From an optimization exercise on the open Yosys and OpenROAD flow, aimed at small area, a short achievable clock period and few clock cycles per item; shortcuts taken in it are not production practice. At most, simulation tests tie the RTL to the original design; equivalence was not proved. Power and IR drop assume default switching activity.

Setup of west:
// sensor_reading_band_statistics
module sensor_reading_band_statistics #(
    parameter int unsigned MAX_READINGS = 1024
) (
    input  wire logic               i_clk,
    input  wire logic               i_rst_n,
    input  wire logic               i_valid,
    output logic                    o_ready,
    input  wire logic signed [15:0] i_reading,
    input  wire logic               i_last,
    output logic                    o_valid,
    input  wire logic               i_ready,
    output logic [LIMIT_W-1:0]      o_min_reading,
    output logic [LIMIT_W-1:0]      o_max_reading,
    output logic [LIMIT_W-1:0]      o_avg_reading,
    output logic [CNT_W-1:0]        o_valid_count,
    output logic [CNT_W-1:0]        o_skipped_count,
    output logic [CNT_W-1:0]        o_normal_count,
    output logic [CNT_W-1:0]        o_warning_count,
    output logic [CNT_W-1:0]        o_critical_count,
    output logic [CNT_W-1:0]        o_shutdown_count,
    output logic [POS_W-1:0]        o_first_alarm_index,
    output logic                    o_alarm_seen,
    output logic                    o_batch_empty,
    input  wire logic               psel,
    input  wire logic               penable,
    input  wire logic               pwrite,
  ...
Size: about 1500 cells after synthesis, about 220 I/O pins, ~0.018 mm2 of cells after synthesis.
Settings: LEC_CHECK=0, CAP_MARGIN=20, CORE_MARGIN=2, CORE_UTILIZATION=65, CTS_CLUSTER_DIAMETER=60, CTS_CLUSTER_SIZE=24, SETUP_SLACK_MARGIN=3.5, SLEW_MARGIN=20; clock period 6.0 ns.
standard.sh (not shown) runs the stock make flow with config.mk's settings and CLKGATE_MAP_FILE= SYNTH_SCRIPT=/design/flow/synth_recipe.tcl, a recipe that flattens the netlist after the stock synthesis.
==> flow/flow/run.sh <==
#!/bin/bash
# The standard layout, with plain buffers (buf_2) on the ports instead of the
# delay cells that buffer_ports picks by default. Every port still gets its buffer.
set -euo pipefail
bash standard.sh BUFFER_PORTS_ARGS="-buffer_cell sky130_fd_sc_hd__buf_2" finish > standard_flow.log 2>&1
Modified inputs, middle compared to west
-- flow/design.v --
<<< west, line 183
    logic [3:0]         band_in;
    logic               ok_in, skip_in, alarm_in, first_alarm;
    logic [CNT_W-1:0]   cnt_sel, cnt_inc;
    logic               min_take, max_take;
    logic [CNT_W-1:0]   rem_sh;
>>> middle, line 183
    logic [3:0]         band_in;
    logic               ok_in, skip_in, alarm_in, first_alarm;
    logic               min_take, max_take;
    logic [CNT_W-1:0]   rem_sh;
<<< west, line 251
    assign band_in[2]  = ok_in && !r_in_le[0] && !r_in_le[1] && r_in_le[2];
    assign band_in[3]  = ok_in && !r_in_le[0] && !r_in_le[1] && !r_in_le[2];
    always_comb begin
        cnt_sel = {CNT_W{skip_in}} & r_skipped_total;
        for (int b = 0; b < 4; b++) begin
            cnt_sel = cnt_sel | ({CNT_W{band_in[b]}} & r_band[b]);
        end
    end
    assign cnt_inc = sat_inc(cnt_sel);
    assign first_alarm = alarm_in && (r_zero || !r_alarm_flag);
    assign min_take    = ok_in && (r_zero || !r_any || r_in_val < r_min);
>>> middle, line 250
    assign band_in[2]  = ok_in && !r_in_le[0] && !r_in_le[1] && r_in_le[2];
    assign band_in[3]  = ok_in && !r_in_le[0] && !r_in_le[1] && !r_in_le[2];
    assign first_alarm = alarm_in && (r_zero || !r_alarm_flag);
    assign min_take    = ok_in && (r_zero || !r_any || r_in_val < r_min);
<<< west, line 293
                r_skipped_total <= CNT_W'(skip_in);
            end else if (skip_in) begin
                r_skipped_total <= cnt_inc;
            end
            for (int b = 0; b < 4; b++) begin
>>> middle, line 285
                r_skipped_total <= CNT_W'(skip_in);
            end else if (skip_in) begin
                r_skipped_total <= sat_inc(r_skipped_total);
            end
            for (int b = 0; b < 4; b++) begin
<<< west, line 299
                    r_band[b] <= CNT_W'(band_in[b]);
                end else if (band_in[b]) begin
                    r_band[b] <= cnt_inc;
                end
            end
>>> middle, line 291
                    r_band[b] <= CNT_W'(band_in[b]);
                end else if (band_in[b]) begin
                    r_band[b] <= sat_inc(r_band[b]);
                end
            end
Notes after the runs:
- Comparing cell area for middle and west, the smaller number came from west.
- The count of clock-net buffers in the final layout in middle was higher than what west gave.
- NOTE post-synthesis instance area west->middle increased by a few percent
- | pin count of the biggest net entering global routing | higher: middle |
- Going from west to middle, the die area was enlarged.
- On shortest period the worst path allows, middle does better than west.
- middle vs. west: post-layout total power has increased, wire length of the first global-routing pass has increased, core occupancy in the finished layout has decreased, worst-case setup margin in the final layout has increased.
Testbench counts of middle, summed over its fixed seeds: cycles 13,449, batches 384.
For west, only the layout was checked, not whether the RTL still works.

== main ==
Another version of the RTL of sensor_reading_band_statistics (not shown whole).
For scale: roughly 1900 cells after synthesis, ~390 flip-flops, about 220 I/O pins, roughly 19000 um^2 of cells after synthesis.
Settings: LEC_CHECK=0, ABC_AREA=1, CAP_MARGIN=20, CORE_MARGIN=2, CORE_UTILIZATION=65, CTS_CLUSTER_DIAMETER=60, CTS_CLUSTER_SIZE=24, SETUP_SLACK_MARGIN=3.5, SLEW_MARGIN=20; clock period 6.0 ns.
Scripts as last shown in full above: flow/flow/run.sh
main | stages: all done | timing, DRC, antenna: all pass
Input changes introduced in the feature branch (baseline for comparison: main):
--- a/flow/design.v
+++ b/flow/design.v
@@ -173,24 +173,25 @@
     logic [LIMIT_W-1:0] r_o_min, r_o_max, r_o_avg;
     logic [CNT_W-2:0]   r_o_rem;
     logic [CNT_W-1:0]   r_o_valid, r_o_skipped;
     logic [CNT_W-1:0]   r_o_band [4];
     logic [POS_W-1:0]   r_o_alarm_idx;
     logic               r_o_alarm, r_o_empty;
     logic               stall, hold, fold, n_fresh, n_done, n_in_v, r_ready;
     logic               rd_ok;
     logic [LIMIT_W-1:0] rd_val;
     logic [2:0]         le_in;
     logic [3:0]         band_in;
     logic               ok_in, skip_in, alarm_in, first_alarm;
+    logic [CNT_W-1:0]   cnt_sel, cnt_inc;
     logic               min_take, max_take;
     logic [CNT_W-1:0]   rem_sh;
     logic [CNT_W:0]     rem_diff;
     logic               rem_ge;
     assign stall   = r_done && !i_free;
     assign hold    = r_in_v && stall;
     assign fold    = r_in_v && !stall;
     assign o_copy  = r_done && i_free;
     assign o_ready = r_ready;
     assign rd_ok  = !i_reading[15];
     assign rd_val = i_reading[LIMIT_W-1:0];
     assign le_in[0] = rd_val <= i_cfg.normal_limit;
@@ -242,24 +243,31 @@
             r_done  <= n_done;
             r_zero  <= n_fresh || n_done;
             r_first <= n_fresh || n_done || !(stall ? r_any : (ok_in || (!r_zero && r_any)));
         end
     end
     assign ok_in       = r_in_v && r_in_ok;
     assign skip_in     = r_in_v && !r_in_ok;
     assign alarm_in    = ok_in && r_in_alarm;
     assign band_in[0]  = ok_in && r_in_le[0];
     assign band_in[1]  = ok_in && !r_in_le[0] && r_in_le[1];
     assign band_in[2]  = ok_in && !r_in_le[0] && !r_in_le[1] && r_in_le[2];
     assign band_in[3]  = ok_in && !r_in_le[0] && !r_in_le[1] && !r_in_le[2];
+    always_comb begin
+        cnt_sel = {CNT_W{skip_in}} & r_skipped_total;
+        for (int b = 0; b < 4; b++) begin
+            cnt_sel = cnt_sel | ({CNT_W{band_in[b]}} & r_band[b]);
+        end
+    end
+    assign cnt_inc = sat_inc(cnt_sel);
     assign first_alarm = alarm_in && (r_zero || !r_alarm_flag);
     assign min_take    = ok_in && (r_first || r_in_val < r_min);
     assign max_take    = ok_in && (r_first || r_in_val > r_max);
     always_ff @(posedge i_clk) begin
         if (!stall) begin
             if (min_take) begin
                 r_min <= r_in_val;
             end else if (r_zero) begin
                 r_min <= '0;
             end
             if (max_take) begin
                 r_max <= r_in_val;
@@ -277,31 +285,31 @@
                     r_sum_c <= 1'b0;
                 end
                 r_sum_hi <= r_sum_hi + r_sum_c;
             end
             if (r_zero) begin
                 r_valid_total <= CNT_W'(ok_in);
             end else if (ok_in) begin
                 r_valid_total <= sat_inc(r_valid_total);
             end
             if (r_zero) begin
                 r_skipped_total <= CNT_W'(skip_in);
             end else if (skip_in) begin
-                r_skipped_total <= sat_inc(r_skipped_total);
+                r_skipped_total <= cnt_inc;
             end
             for (int b = 0; b < 4; b++) begin
                 if (r_zero) begin
                     r_band[b] <= CNT_W'(band_in[b]);
                 end else if (band_in[b]) begin
-                    r_band[b] <= sat_inc(r_band[b]);
+                    r_band[b] <= cnt_inc;
                 end
             end
             if (r_zero) begin
                 r_pos <= POS_W'(r_in_v);
             end else if (r_in_v && r_pos != PCAP) begin
                 r_pos <= r_pos + 1'b1;
             end
             if (first_alarm) begin
                 r_alarm_idx <= r_zero ? '0 : r_pos;
             end else if (r_zero) begin
                 r_alarm_idx <= '0;
             end
[summary]
- main -> the feature branch: via count of the first global-routing pass decreased by a little under 10%
- Standard cell core area in the feature branch vs main: down 3.2%
- main reports its slowest cell on the critical path as sky130_fd_sc_hd__nor2_4 while the feature branch reports sky130_fd_sc_hd__edfxtp_1.
- Diff main -> the feature branch: first-iteration DRC count shows a reduction of 158; post-route total power shows a reduction of about 4%.
- main → the feature branch: detailed-placement wirelength estimate fell 300 um; synthesis-to-finish area growth up 0.78 points; wire length went up 1.4%; die footprint now sits lower; post-layout worst setup margin increased by 0.044 ns relative to the old numbers.
- Comparing the feature branch and main, the lower global-route wire length before repair was measured on the feature branch.
- The feature branch vs main: non-clock inverter instance count of the final layout down by more than 10%
- Between main and the feature branch, the flow reports via count decreasing by a few percent.
- Higher fraction of the cycle the final worst path needs was reported by main, not the feature branch.
Testbench counts of the feature branch, summed over its fixed seeds: cycles 13,449, batches 384.
The RTL of main was laid out without a check of its function.

what the ideal ports hide:
Ports are ideal in the flow. The routed layouts listed here were re-timed in OpenROAD.
Step 1 (the two cells are an assumption about what drives the block):
set clk [get_ports {i_clk}]
set_driving_cell -lib_cell sky130_fd_sc_hd__clkbuf_16 $clk
set_driving_cell -lib_cell sky130_fd_sc_hd__buf_2 [delete_from_list [all_inputs] $clk]
Step 2 moves the port delays by t, midway between the first and last clock arrival at a register: inputs arrive t later, outputs are due t later. That takes back most of the time a late clock gives input paths.
Slacks: ideal / step 1 / step 2; pairs: ideal / step 1.
| run | shift t [ns] | slack for setup (ns) | latest minus earliest clock arrival (ns) |
|---|---|---|---|
| west | 0.611 | 3.460 / 3.460 / 2.983 | 0.017 / 0.017 |
| middle | 0.562 | 3.561 / 3.565 / 3.024 | 0.026 / 0.025 |
| main | 0.623 | 3.554 / 3.556 / 2.964 | 0.016 / 0.016 |
| the feature branch | 0.609 | 3.598 / 3.546 / 3.067 | 0.018 / 0.019 |
After both steps every run listed still meets setup and hold. For main, which loses most, drivers alone change the setup slack by +0.002 ns; drivers and shift together by -0.590 ns.
